Background: an optimization exercise with open tools, aiming at small area, a short achievable clock period and few clock cycles per item. Do not read the settings as production practice. Where RTL was checked, it was by simulation tests only, not by an equivalence proof against the original. The RTL of runs 2 and 3 was laid out without a check of its function. Power figures rest on the tool's default switching activity, not on a simulated workload.

==> flow/design.v (outline; a module is shown in full before it is edited, if it fits) <==
// module barrier_basket_payoff: 1700 lines
module barrier_basket_payoff (
  input  wire          clk_i,
  input  wire          rst_ni,
  input  wire          cfg_we_i,
  input  wire  [1:0]   cfg_idx_i,
  input  wire  [15:0]  cfg_data_i,
  input  wire          s_axis_tvalid,
  output logic         s_axis_tready,
  input  wire  [127:0] s_axis_tdata,
  input  wire          s_axis_tuser,
  input  wire          s_axis_tlast,
  output logic         m_axis_tvalid,
  input  wire          m_axis_tready,
  output logic [31:0]  m_axis_tdata,
  output logic         m_axis_tuser
);
  // ...
==> flow/run.sh <==
#!/bin/bash
# synth_recipe.tcl (not shown) runs the flow's synth.tcl, then flattens the netlist and writes it again
# the make line also repeats each setting of config.mk as NAME=value (left out here)
make -C /OpenROAD-flow-scripts/flow DESIGN_CONFIG=/design/flow/config.mk WORK_HOME=/design/flow/orfs CLKGATE_MAP_FILE= SYNTH_SCRIPT=/design/flow/synth_recipe.tcl finish
==> flow/config.mk <==
export PLATFORM = sky130hd
export DESIGN_NAME = barrier_basket_payoff
export DESIGN_NICKNAME = barrier_basket_payoff
export VERILOG_FILES = /design/flow/design.v
export SDC_FILE = /design/flow/constraint.sdc
export NUM_CORES = 4
export LEC_CHECK = 0
export ABC_CLOCK_PERIOD_IN_PS = 2800
export CAP_MARGIN = 20
export CORE_MARGIN = 2
export CORE_UTILIZATION = 55
export SETUP_SLACK_MARGIN = 5
export SLEW_MARGIN = 20
export TNS_END_PERCENT = 100
==> flow/constraint.sdc <==
create_clock -name core_clock -period 8.5 [get_ports {clk_i}]
set_input_delay 1.7000 -clock core_clock [delete_from_list [all_inputs] [get_ports {clk_i}]]
set_output_delay 1.7000 -clock core_clock [all_outputs]
set_load 0.01 [all_outputs]
==> results.json, run 1 <==
{
  "status": "no timing/DRC/antenna violations",
  "switching_share": 0.2696,
  "antenna_left": 0,
  "drc": 0,
  "insertion_delay_ps": 790,
  "rsz0062_at_grt": "yes",
  "clkPwrFrac": 0.357,
  "p_seq_mw": 10.7,
  "area_dominant_class": "sequential cells",
  "ys_types": 81,
  "cts_root_buf": "clkbuf_16",
  "syn-cell-area_sq_mm": 0.06489,
  "dieHeight_um": 347.5,
  "p_sw_mw": 5.727,
  "buf_share": 0.04435,
  "critPathArrivalTime_ps": 3990,
  "wl_mm": 179.3,
  "inv_count": 274,
  "slew_violations": 0,
  "area_growth_pct": 15.88,
  "overflow": 0,
  "clk_pin_slew_ps": 60,
  "r2r-end": "r2_s_q[14]",
  "seq_share": 0.5024,
  "synthFlopType": "dfxtp_1",
  "slowest_stage": "fa_1",
  "grt_pass1_wl_mm": 265.9,
  "cts-resized-gates": 106,
  "powerDensity_mw_per_mm2": 282.5,
  "multi_input_area_share": 0.3379,
  "min_delay_worst_endpoint": "ring_q[496]",
  "cp_cell_sequence": "buf_6, a22oi_1, xor2_1, fa_1, inv_1, fa_1, inv_1, fa_1, inv_1, fa_1",
  "critPathKind": "reg -> reg",
  "cts_sinks": 1764,
  "routed.top_layer": "met5",
  "synth_common_cells": "1,461 x dfxtp_1, 676 x a22oi_1, 273 x inv_1, 255 x clkbuf_1, 234 x fa_1",
  "combPwrFrac": 0.139,
  "ys_seq_elements": 1764,
  "dr_wl_met3_mm": 11.32,
  "multi_input_gates": 2944,
  "start_util": 0.5517,
  "postPlaceCellArea_sq_mm": 0.06794,
  "via_count": 42200,
  "wl_per_cell_um": 25.10
}
Testbench counts, summed over its fixed seeds: cycles 15,480, items 320.
==> run 2, diff against run 1 <==
--- a/flow/design.v
+++ b/flow/design.v
@@ -76,50 +76,54 @@
   logic [79:0] pd_q;
   logic [1:0]  pend_q;
   logic        out_v_q;
   logic        res_v_q;
   logic [3:0]  in_asset;
   logic [9:0]  in_step;
   logic        in_take, in_used, in_samp, in_load, in_ok, in_fin, in_res;
   logic        wr, out_free, res_out;
-  logic        pv_n, wr_n;
-  logic [3:0]  pa_n;
+  logic        pv_n;
   logic [1:0]  pend_n;
   assign in_asset = s_axis_tdata[3:0];
   assign in_step  = s_axis_tdata[13:4];
   assign in_take  = s_axis_tvalid & tready_q;
   assign in_used  = ({1'b0, in_asset} < acount_q);
   assign in_samp  = in_take & s_axis_tuser & in_used;
   assign in_load  = in_take & ~s_axis_tuser;
   assign in_ok    = ~ez_q & (in_step <= em1_q);
   assign in_fin   = ~ez_q & (in_step == em1_q);
   assign in_res   = in_samp & s_axis_tlast;
   assign wr       = pv_q & (pa_q == ph_q);
   assign out_free = ~out_v_q | m_axis_tready;
   assign res_out  = out_v_q & m_axis_tready;
   assign pv_n   = in_load | (pv_q & ~wr);
-  assign pa_n   = in_load ? in_asset : pa_q;
-  assign wr_n   = pv_n & (pa_n == ph_q + 4'd1);
   assign pend_n = pend_q + {1'b0, in_res} - {1'b0, res_out};
+  logic [3:0] ph1;
+  logic       ok_new, ok_old, room_res, room_nores;
+  assign ph1        = ph_q + 4'd1;
+  assign ok_new     = (in_asset == ph1);
+  assign ok_old     = ~(pv_q & ~wr) | (pa_q == ph1);
+  assign room_res   = res_out ? (pend_q != 2'd2) : (pend_q == 2'd0);
+  assign room_nores = res_out | (pend_q != 2'd2);
   always_ff @(posedge clk_i or negedge rst_ni) begin
     if (!rst_ni) begin
       tready_q <= 1'b1;
       ph_q     <= 4'd0;
       pv_q     <= 1'b0;
       pend_q   <= 2'd0;
     end else begin
-      tready_q <= (~pv_n | wr_n) & (pend_n[1] == 1'b0);
+      tready_q <= (in_load ? ok_new : ok_old) & (in_res ? room_res : room_nores);
       ph_q     <= ph_q + 4'd1;
       pv_q     <= pv_n;
       pend_q   <= pend_n;
     end
   end
   always_ff @(posedge clk_i) begin
-    if (in_load) begin
+    if (tready_q) begin
       pa_q <= in_asset;
       pd_q <= s_axis_tdata[125:46];
     end
   end
   assign s_axis_tready = tready_q;
   logic [15:0][79:0] ring_q;
   always_ff @(posedge clk_i) begin
     ring_q[14:0] <= ring_q[15:1];
@@ -143,56 +147,61 @@
     r0_ok_q    <= in_ok;
     r0_fin_q   <= in_fin;
     r0_price_q <= s_axis_tdata[45:14];
     for (int j = 0; j < 16; j++) r0_sel_q[j] <= (rd_slot == 4'(j));
   end
   logic [79:0] entry;
   logic [15:0] e_wt, wm;
   logic [31:0] e_lo, e_hi;
-  logic        brk1;
   logic [16:0] wx;
   logic [7:0]  bneg_d, bone_d, btwo_d;
   always_comb begin
     entry = '0;
     for (int j = 0; j < 16; j++) entry = entry | ({80{r0_sel_q[j]}} & ring_q[j]);
   end
   assign e_wt = entry[15:0];
   assign e_lo = entry[47:16];
   assign e_hi = entry[79:48];
-  assign brk1 = r0_v_q & r0_ok_q & ((r0_price_q < e_lo) | (r0_price_q > e_hi));
   assign wm   = (r0_v_q & r0_fin_q) ? e_wt : 16'd0;
   assign wx   = {wm, 1'b0};
   always_comb begin
     for (int i = 0; i < 8; i++) begin
       bneg_d[i] = wx[2*i+2] & ~(wx[2*i+1] & wx[2*i]);
       bone_d[i] = wx[2*i+1] ^ wx[2*i];
       btwo_d[i] = (wx[2*i+2] & ~wx[2*i+1] & ~wx[2*i]) | (~wx[2*i+2] & wx[2*i+1] & wx[2*i]);
     end
   end
-  logic        r1_vl_q, r1_brk_q;
+  logic        r1_chk_q, r1_lth_q, r1_leh_q, r1_ltl_q, r1_gth_q, r1_geh_q, r1_gtl_q;
+  logic        r1_vl_q;
   logic [7:0]  bneg, bone, btwo;
   logic [31:0] x;
   always_ff @(posedge clk_i or negedge rst_ni) begin
     if (!rst_ni) begin
       r1_vl_q  <= 1'b0;
-      r1_brk_q <= 1'b0;
+      r1_chk_q <= 1'b0;
       bneg     <= 8'd0;
       bone     <= 8'd0;
       btwo     <= 8'd0;
     end else begin
       r1_vl_q  <= r0_vl_q;
-      r1_brk_q <= brk1;
+      r1_chk_q <= r0_v_q & r0_ok_q;
       bneg     <= bneg_d;
       bone     <= bone_d;
       btwo     <= btwo_d;
     end
   end
   always_ff @(posedge clk_i) begin
-    x <= r0_price_q;
+    x        <= r0_price_q;
+    r1_lth_q <= r0_price_q[31:16] <  e_lo[31:16];
+    r1_leh_q <= r0_price_q[31:16] <= e_lo[31:16];
+    r1_ltl_q <= r0_price_q[15:0]  <  e_lo[15:0];
+    r1_gth_q <= r0_price_q[31:16] >  e_hi[31:16];
+    r1_geh_q <= r0_price_q[31:16] >= e_hi[31:16];
+    r1_gtl_q <= r0_price_q[15:0]  >  e_hi[15:0];
   end
   logic [63:0] mul_s, mul_c;
   logic pp_0_0;
   assign pp_0_0 = ((bone[0] & x[0])) ^ bneg[0];
   logic pp_0_1;
   assign pp_0_1 = ((bone[0] & x[1]) | (btwo[0] & x[0])) ^ bneg[0];
   logic pp_0_2;
   assign pp_0_2 = ((bone[0] & x[2]) | (btwo[0] & x[1])) ^ bneg[0];
@@ -1663,17 +1672,18 @@
   logic        r2_vl_q, r2_brk_q;
   logic [63:0] r2_s_q, r2_c_q;
   always_ff @(posedge clk_i or negedge rst_ni) begin
     if (!rst_ni) begin
       r2_vl_q  <= 1'b0;
       r2_brk_q <= 1'b0;
     end else begin
       r2_vl_q  <= r1_vl_q;
-      r2_brk_q <= r1_brk_q;
+      r2_brk_q <= r1_chk_q & (r1_lth_q | (r1_leh_q & r1_ltl_q) |
+                              r1_gth_q | (r1_geh_q & r1_gtl_q));
     end
   end
   always_ff @(posedge clk_i) begin
     r2_s_q <= mul_s;
     r2_c_q <= mul_c;
   end
   logic [63:0] acc_q, csa_s, csa_c, acc_d;
   logic        acc_brk_q;
@@ -1696,27 +1706,31 @@
   end
   always_ff @(posedge clk_i) begin
     if (r2_vl_q) begin
       res_hi_q  <= acc_d[63:12];
       res_z_q   <= (acc_d[11:0] == 12'd0);
       res_brk_q <= acc_brk_q | r2_brk_q;
     end
   end
-  logic [35:0] diff_hi;
-  logic        nz, neg, sat;
+  logic [19:0] u0;
+  logic [16:0] d16;
+  logic        b, nz, neg, sat;
   logic [31:0] payoff;
   logic [31:0] out_data_q;
   logic        out_ko_q;
-  assign diff_hi = res_hi_q[51:16] - {20'd0, strike_q};
-  assign nz      = (diff_hi != 36'd0) | (res_hi_q[15:0] != 16'd0) | ~res_z_q;
-  assign neg     = diff_hi[35];
-  assign sat     = |diff_hi[34:16];
-  assign payoff  = (res_brk_q | ~nz | neg) ? 32'd0 :
-                   sat ? 32'hFFFF_FFFF : {diff_hi[15:0], res_hi_q[15:0]};
+  assign u0  = res_hi_q[51:32];
+  assign d16 = {1'b0, res_hi_q[31:16]} - {1'b0, strike_q};
+  assign b   = d16[16];
+  assign neg = b ? ((u0 == 20'd0) | (u0[19] & (u0 != 20'h80000))) : u0[19];
+  assign sat = b ? (u0[18:0] != 19'd1) : (u0[18:0] != 19'd0);
+  assign nz  = (b ? (u0 != 20'd1) : (u0 != 20'd0)) | (d16[15:0] != 16'd0) |
+               (res_hi_q[15:0] != 16'd0) | ~res_z_q;
+  assign payoff = (res_brk_q | ~nz | neg) ? 32'd0 :
+                  sat ? 32'hFFFF_FFFF : {d16[15:0], res_hi_q[15:0]};
   always_ff @(posedge clk_i or negedge rst_ni) begin
     if (!rst_ni) begin
       out_v_q <= 1'b0;
     end else begin
       out_v_q <= res_v_q | (out_v_q & ~m_axis_tready);
     end
   end
   always_ff @(posedge clk_i) begin
==> flow/config.mk (replaced) <==
export PLATFORM = sky130hd
export DESIGN_NAME = barrier_basket_payoff
export DESIGN_NICKNAME = barrier_basket_payoff
export VERILOG_FILES = /design/flow/design.v
export SDC_FILE = /design/flow/constraint.sdc
export NUM_CORES = 4
export LEC_CHECK = 0
export CAP_MARGIN = 20
export CORE_MARGIN = 2
export CORE_UTILIZATION = 55
export CTS_CLUSTER_DIAMETER = 60
export CTS_CLUSTER_SIZE = 30
export SETUP_SLACK_MARGIN = 5
export SLEW_MARGIN = 20
export TNS_END_PERCENT = 100
==> run 2 against run 1 <==
Against the previous run:
- still clean
- synthesized area down 0.37%
- highest routed layer is now met4
- register-to-register slack worse by 470 ps
- critical path type unchanged
- design area down 2.1%
- fmax down 12%
- synthesized cell count down 1.2%
- first-iteration DRC count up 3.4%
==> results.json, run 2 <==
{
  "antenna_left": 0,
  "yosysWarnings": 1,
  "combPwrFrac": 0.164,
  "ys_seq_elements": 1770,
  "max_freq_mhz": 259.1,
  "final.setup.tns_ps": 0,
  "cts_root_buf": "clkbuf_16",
  "synth_common_cells": "1,463 x dfxtp_1, 660 x a22oi_1, 286 x inv_1, 260 x clkbuf_1, 234 x fa_1",
  "syn_area_per_cell_sq_um": 12.28,
  "ys_types": 77,
  "grt_pass1_wl_mm": 257.0,
  "powerDensity_mw_per_mm2": 269.3,
  "numCtsBuffers": 111,
  "vias_per_cell": 5.897,
  "regMostFlops": "ring_q",
  "die_w_um": 346.9,
  "coreArea_sq_mm": 0.1164,
  "layout_common_cells": "1,423 x dfxtp_1, 660 x a22oi_1, 283 x inv_1",
  "p_int_mw": 14.00,
  "largest_reg_flops": 1280,
  "fillerInstances": 9140,
  "yosys.area.top_type": "dfxtp_1",
  "rrSetupSlack_ps": 4640,
  "overflow": 0,
  "dp_slack_ps": 4172,
  "critPathRequiredTime_ps": 8980,
  "crit_path_start_kind": "flip-flop",
  "setup_violations": 0,
  "ir_drop_mv": 0.2227,
  "worstSetupEndpointType": "flip-flop",
  "hold_buffers": 0,
  "p_sw_mw": 5.818,
  "clkPwrFrac": 0.304,
  "cp_max_fo": 5,
  "rows": 125,
  "cts_sinks": 1770,
  "switching_share": 0.2936,
  "critPathKind": "reg -> reg",
  "diodes": 0,
  "fin_crit_ps": 3860,
  "postPlaceCellArea_sq_mm": 0.06770,
  "p_total_mw": 19.82,
  "p_leak_nw": 29.25,
  "skew_ps": 73.78,
  "pin_count": 188,
  "yosysMostFrequentCell": "dfxtp_1",
  "insertion_delay_ps": 750,
  "wl_per_cell_um": 24.55,
  "critPathArrivalTime_ps": 4340,
  "relSlewSlack": 0.3585,
  "nNetsFinal": 5945,
  "synth.area.top_cells": "dfxtp_1 45%, edfxtp_1 7.9%, a22oi_1 7.7%",
  "drc": 0,
  "reg.largest.list": "ring_q: 1280 flops, pd_q: 80 flops, acc_q: 64 flops",
  "clk_path_buf_depth": 3,
  "synthArstFlopShare": 0.07740,
  "syn-cell-area_sq_mm": 0.06465,
  "multi_input_area_sq_mm": 0.02525,
  "synthCells": 5263,
  "wl_mm": 171.2,
  "start_util": 0.5556,
  "die_area_sq_mm": 0.1203,
  "seq_area_frac_synth": 0.5850,
  "via_count": 41117,
  "synth_nets": 5859,
  "synth_top_area_share": 0.4530,
  "antenna_found_initial": 1,
  "place_inst": 6692,
  "gp_congestion": 0.8845,
  "htreeDepth": 3,
  "clk_pin_slew_ps": 90,
  "grt_usage": 0.2781,
  "fin_area_sq_mm": 0.07360,
  "layout_commonest_cell": "dfxtp_1",
  "worst_pin_slew_ps": 962.2,
  "grt_max_degree": 82,
  "hold_violations": 0,
  "synth_edf_count": 170,
  "place_hpwl_mm": 106.5,
  "fin_crit_sh": 0.4541,
  "worst_slack_ps": 4640,
  "io_buffer_count": 185,
  "drive_gt1_frac": 0.1125,
  "dieHeight_um": 346.9,
  "hold_class": "reg -> reg",
  "regArea_sq_mm": 0.03793,
  "slew_violations": 0,
  "rsz0062_at_grt": "yes",
  "drt-pass1-iter-count": 6,
  "synthFlopType": "dfxtp_1",
  "cts_tree": "yes",
  "maxCapViolCount": 0,
  "status": "no timing/DRC/antenna violations",
  "timing.hold.ws_ps": 303.9,
  "postLayoutCoreUtil": 0.6325,
  "p_seq_frac": 0.532,
  "grt_pass1_vias": 41767,
  "final_cells": 6972,
  "area_growth_pct": 13.85,
  "drtIter0Drc": 3421
}
[run 2: cell count changes after synthesis, sizes merged, moves of 7 or more]
cell | before | now
a21o | 53 | 43
a22oi | 676 | 660
a31oi | 19 | 7
inv | 273 | 286
nand2 | 135 | 126
nand3 | 134 | 125
nor2 | 192 | 172
o21ai | 89 | 76
xnor2 | 224 | 217
xor2 | 139 | 148
[run 2: what timing repair did]
item                       CTS  global route
setup buffers               25            43
setup endpoints to repair  132           123
pin swaps                   35            47
gates resized for setup    135           143
[run 2: cell type report]
cell class | instances | area share
Tap cell | 1524 | 0.02591
Clock inverter | 92 | 0.01583
Inverter | 287 | 0.01477
Multi-Input combinational cell | 2862 | 0.3431
Clock buffer | 120 | 0.03963
Sequential cell | 1770 | 0.5153
Timing Repair Buffer | 317 | 0.04549
[run 2: logic make-up (layout without fill, tap and decap cells)]
| logic type | count (synthesis) | in the layout | share of synthesized area |
|---|---|---|---|
| mux | 93 | 93 | 0.01620 |
| compound gates | 1275 | 1275 | 0.1469 |
| buf+inv | 631 | 816 | 0.03683 |
| fa+ha+maj | 443 | 443 | 0.1129 |
| simple gates | 686 | 686 | 0.05268 |
| flops | 1770 | 1770 | 0.5850 |
| xor+xnor | 365 | 365 | 0.04945 |
[run 2: final timing paths]
path,from,to,cells past startpoint
setup / recovery,acc_q[34],res_hi_q[51],12
hold / removal,ring_q[396],ring_q[316],0
setup reg to reg,acc_q[34],res_hi_q[51],12
hold reg to reg,ring_q[396],ring_q[316],0
max in group asynchronous,rst_ni,bneg[1],2
min in group asynchronous,rst_ni,ph_q[3],1
[run 2: critical path, stage by stage (launching register included)]
cell	delay, ps
dfrtp_1	410
fa_1	440
ha_1	410
nand4_2	180
nor3_2	280
or4b_1	510
a211oi_2	180
buf_4	190
o21ai_4	70
a2111oi_4	370
o211ai_1	240
mux2i_1	240
nand3_1	90
[run 2: per-layer routing]
metal	vias to the layer above	GRT usage	share of wire
met2	1399	0.4464	0.46
met3	283	0.03418	0.060
met4	0	0.08784	0.030
li1	18860	-	-
met1	20575	0.3943	0.45
met5	-	0	0
[run 2: power by group through the flow]
stage	Combinational [mW]	Sequential [mW]	Clock (mW)
CTS	3.02	10.5	6.14
floorplan	1.92	10.4	0
global route	3.55	10.7	6.46
detailed placement	2.77	10.7	0
global placement	2.76	10.7	0
finish	3.25	10.5	6.03
==> run 3, diff against run 2 <==
--- a/flow/config.mk
+++ b/flow/config.mk
@@ -8,8 +8,6 @@
 export CAP_MARGIN = 20
 export CORE_MARGIN = 2
 export CORE_UTILIZATION = 55
-export CTS_CLUSTER_DIAMETER = 60
-export CTS_CLUSTER_SIZE = 30
 export SETUP_SLACK_MARGIN = 5
 export SLEW_MARGIN = 20
 export TNS_END_PERCENT = 100
==> run 3 against run 2 <==
Against the previous run:
- still clean
- global-route usage rose by 0.55 points
- critical endpoint unchanged
- largest cell class unchanged
- design area rose by 2.5%
- setup slack improved by 50 ps
==> results.json, run 3 <==
{
  "status": "no timing/DRC/antenna violations",
  "fin_crit_ps": 3810,
  "yosysMostFrequentCell": "dfxtp_1",
  "place_hpwl_mm": 106.5,
  "nNetsFinal": 6007,
  "crit_path_start_kind": "flip-flop",
  "slew_violations": 0,
  "fillerInstances": 8952,
  "regMostFlops": "ring_q",
  "hold_class": "reg -> reg",
  "grt_usage": 0.2835,
  "setup_violations": 0,
  "synthFlopType": "dfxtp_1",
  "syn-cell-area_sq_mm": 0.06465,
  "ys_seq_elements": 1770,
  "cp_max_fo": 5,
  "synth_common_cells": "1,463 x dfxtp_1, 660 x a22oi_1, 286 x inv_1, 260 x clkbuf_1, 234 x fa_1",
  "critPathKind": "reg -> reg",
  "fin_crit_sh": 0.4483,
  "io_buffer_count": 185,
  "worst_pin_slew_ps": 948.4,
  "ys_types": 77,
  "final.setup.tns_ps": 0,
  "antenna_found_initial": 2,
  "worstSetupEndpointType": "flip-flop",
  "synthArstFlopShare": 0.07740,
  "drive_gt1_frac": 0.1229,
  "yosysWarnings": 1,
  "overflow": 0,
  "clk_pin_slew_ps": 60,
  "synth_edf_count": 170,
  "seq_area_frac_synth": 0.5850,
  "synthCells": 5263,
  "critPathArrivalTime_ps": 4320,
  "grt_pass1_vias": 42851,
  "maxCapViolCount": 0,
  "die_area_sq_mm": 0.1203,
  "layout_commonest_cell": "dfxtp_1",
  "yosys.area.top_type": "dfxtp_1",
  "area_growth_pct": 16.75,
  "synth_nets": 5859,
  "gp_congestion": 0.8845,
  "wl_per_cell_um": 24.60,
  "synth_top_area_share": 0.4530,
  "p_seq_frac": 0.489,
  "insertion_delay_ps": 780,
  "postPlaceCellArea_sq_mm": 0.06770,
  "drc": 0,
  "numCtsBuffers": 172,
  "skew_ps": 30.61,
  "p_sw_mw": 5.839,
  "place_inst": 6692,
  "reg.largest.list": "ring_q: 1280 flops, pd_q: 80 flops, acc_q: 64 flops",
  "start_util": 0.5556,
  "via_count": 41557,
  "critPathRequiredTime_ps": 9010,
  "largest_reg_flops": 1280,
  "worst_slack_ps": 4690,
  "drt-pass1-iter-count": 7,
  "ir_drop_mv": 0.1978,
  "hold_violations": 0,
  "switching_share": 0.2704,
  "antenna_left": 0,
  "clkPwrFrac": 0.362,
  "rows": 125,
  "dieHeight_um": 346.9,
  "cts_root_buf": "clkbuf_16",
  "relSlewSlack": 0.3678,
  "coreArea_sq_mm": 0.1164,
  "grt_pass1_wl_mm": 261.1,
  "rsz0062_at_grt": "yes",
  "wl_mm": 174.2,
  "powerDensity_mw_per_mm2": 286.1,
  "final_cells": 7083,
  "layout_common_cells": "1,422 x dfxtp_1, 660 x a22oi_1, 282 x inv_1",
  "cts_tree": "yes",
  "syn_area_per_cell_sq_um": 12.28,
  "cts_sinks": 1770,
  "p_leak_nw": 30.22,
  "htreeDepth": 4,
  "dp_slack_ps": 4172,
  "fin_area_sq_mm": 0.07548,
  "max_freq_mhz": 262.4,
  "clk_path_buf_depth": 3,
  "pin_count": 188,
  "die_w_um": 346.9,
  "drtIter0Drc": 3313,
  "combPwrFrac": 0.149,
  "vias_per_cell": 5.867,
  "p_int_mw": 15.75,
  "grt_max_degree": 82,
  "synth.area.top_cells": "dfxtp_1 45%, edfxtp_1 7.9%, a22oi_1 7.7%"
}
-- run 3: cell counts after synthesis --
Identical to the previous run, type by type.
-- run 3: area by class of cell --
class,count,area [sq um],share of cell area
antenna,2,5.005,0.00006631
clock buffer,255,5210,0.06903
clock inverter,65,752.0,0.009963
inverter,287,1087,0.01441
multi-input combinational,2862,25240,0.3344
sequential,1770,37930,0.5025
tap,1524,1907,0.02526
timing repair buffer,318,3349,0.04438
-- run 3: final timing paths --
kind	startpoint	to	slack, ps	cells past startpoint
setup reg to reg	acc_q[34]	res_hi_q[51]	4690	12
hold / removal	ring_q[780]	ring_q[700]	340	0
setup / recovery	acc_q[34]	res_hi_q[51]	4690	12
min in group asynchronous	rst_ni	ph_q[3]	930	1
hold reg to reg	ring_q[780]	ring_q[700]	340	0
max in group asynchronous	rst_ni	bneg[5]	6070	2
-- run 3: worst max-delay path, cell delays in order (launching register included) --
cell and delay [ps]:
dfrtp_1 400, fa_1 440, ha_2 390, nand4_2 180
nor3_4 260, or4b_1 510, a211oi_2 170, buf_4 180
o21ai_4 70, a2111oi_4 370, o211ai_1 240, mux2i_1 240
nand3_1 90
-- run 3: what timing repair did --
action	4_1_cts	5_1_grt
hold buffers	0	0
hold endpoints to repair	0	0
pin swaps	31	36
gates cloned	0	1
setup buffers	29	39
gates resized for setup	128	132
setup endpoints to repair	119	118
-- run 3: per-stage QoR --
| stage | hold WS [ps] | utilization | power [mW] |
|---|---|---|---|
| floorplan | 330.8 | - | 12.33 |
| global route | 339.9 | 0.6486 | 22.47 |
| detailed placement | 336.4 | 0.5818 | 13.49 |
| CTS | 334.5 | 0.6409 | 21.47 |
| global placement | 332.0 | 0.5818 | 13.46 |
| finish | 341.0 | 0.6486 | 21.59 |
-- run 3: logic make-up after synthesis --
group,count (synthesis),synth area share
buf+inv,631,0.03683
xor+xnor,365,0.04945
fa+ha+maj,443,0.1129
flops,1770,0.5850
simple gates,686,0.05268
mux,93,0.01620
compound gates,1275,0.1469
-- run 3: power by group through the flow --
stage | clock network (mW) | logic, mW | registers [mW]
6_report | 7.82 | 3.22 | 10.6
4_1_cts | 7.94 | 2.98 | 10.6
3_5_place_dp | 0 | 2.77 | 10.7
3_3_place_gp | 0 | 2.76 | 10.7
2_1_floorplan | 0 | 1.92 | 10.4
5_1_grt | 8.28 | 3.52 | 10.7
-- run 3: metal layers --
layer | vias up | GRT usage | part of all wire
li1 | 19026 | - | -
met1 | 20730 | 0.3949 | 0.45
met2 | 1495 | 0.4543 | 0.46
met3 | 306 | 0.04382 | 0.063
met4 | 0 | 0.09441 | 0.028
met5 | - | 0 | 0

==> static timing again, ports no longer ideal <==
The results above use ideal ports. As a check the final layouts listed here were re-extracted and re-timed, cells and wires unchanged.
Step 1 assumes that a clkbuf_16 drives the clock port and a buf_2 every other input.
Step 2 moves the port delays by t, midway between the first and last clock arrival at a register: inputs arrive t later, outputs are due t later. That takes back most of the time a late clock gives input paths.
Three values: no drivers, after step 1, after step 2; two values: the first two.
run	shift t [ns]	slack for setup (ns)	clock arrival spread, ns	cell pins on the clock port's net
run 1	0.847	5.110 / 5.034 / 4.374	0.061 / 0.061	1
run 2	0.789	4.640 / 4.640 / 4.402	0.079 / 0.080	1
run 3	0.841	4.690 / 4.690 / 4.388	0.037 / 0.037	1
After both steps setup and hold are still met in every run listed. For run 1, which loses most, drivers alone change the setup slack by -0.076 ns; drivers and shift together by -0.736 ns.
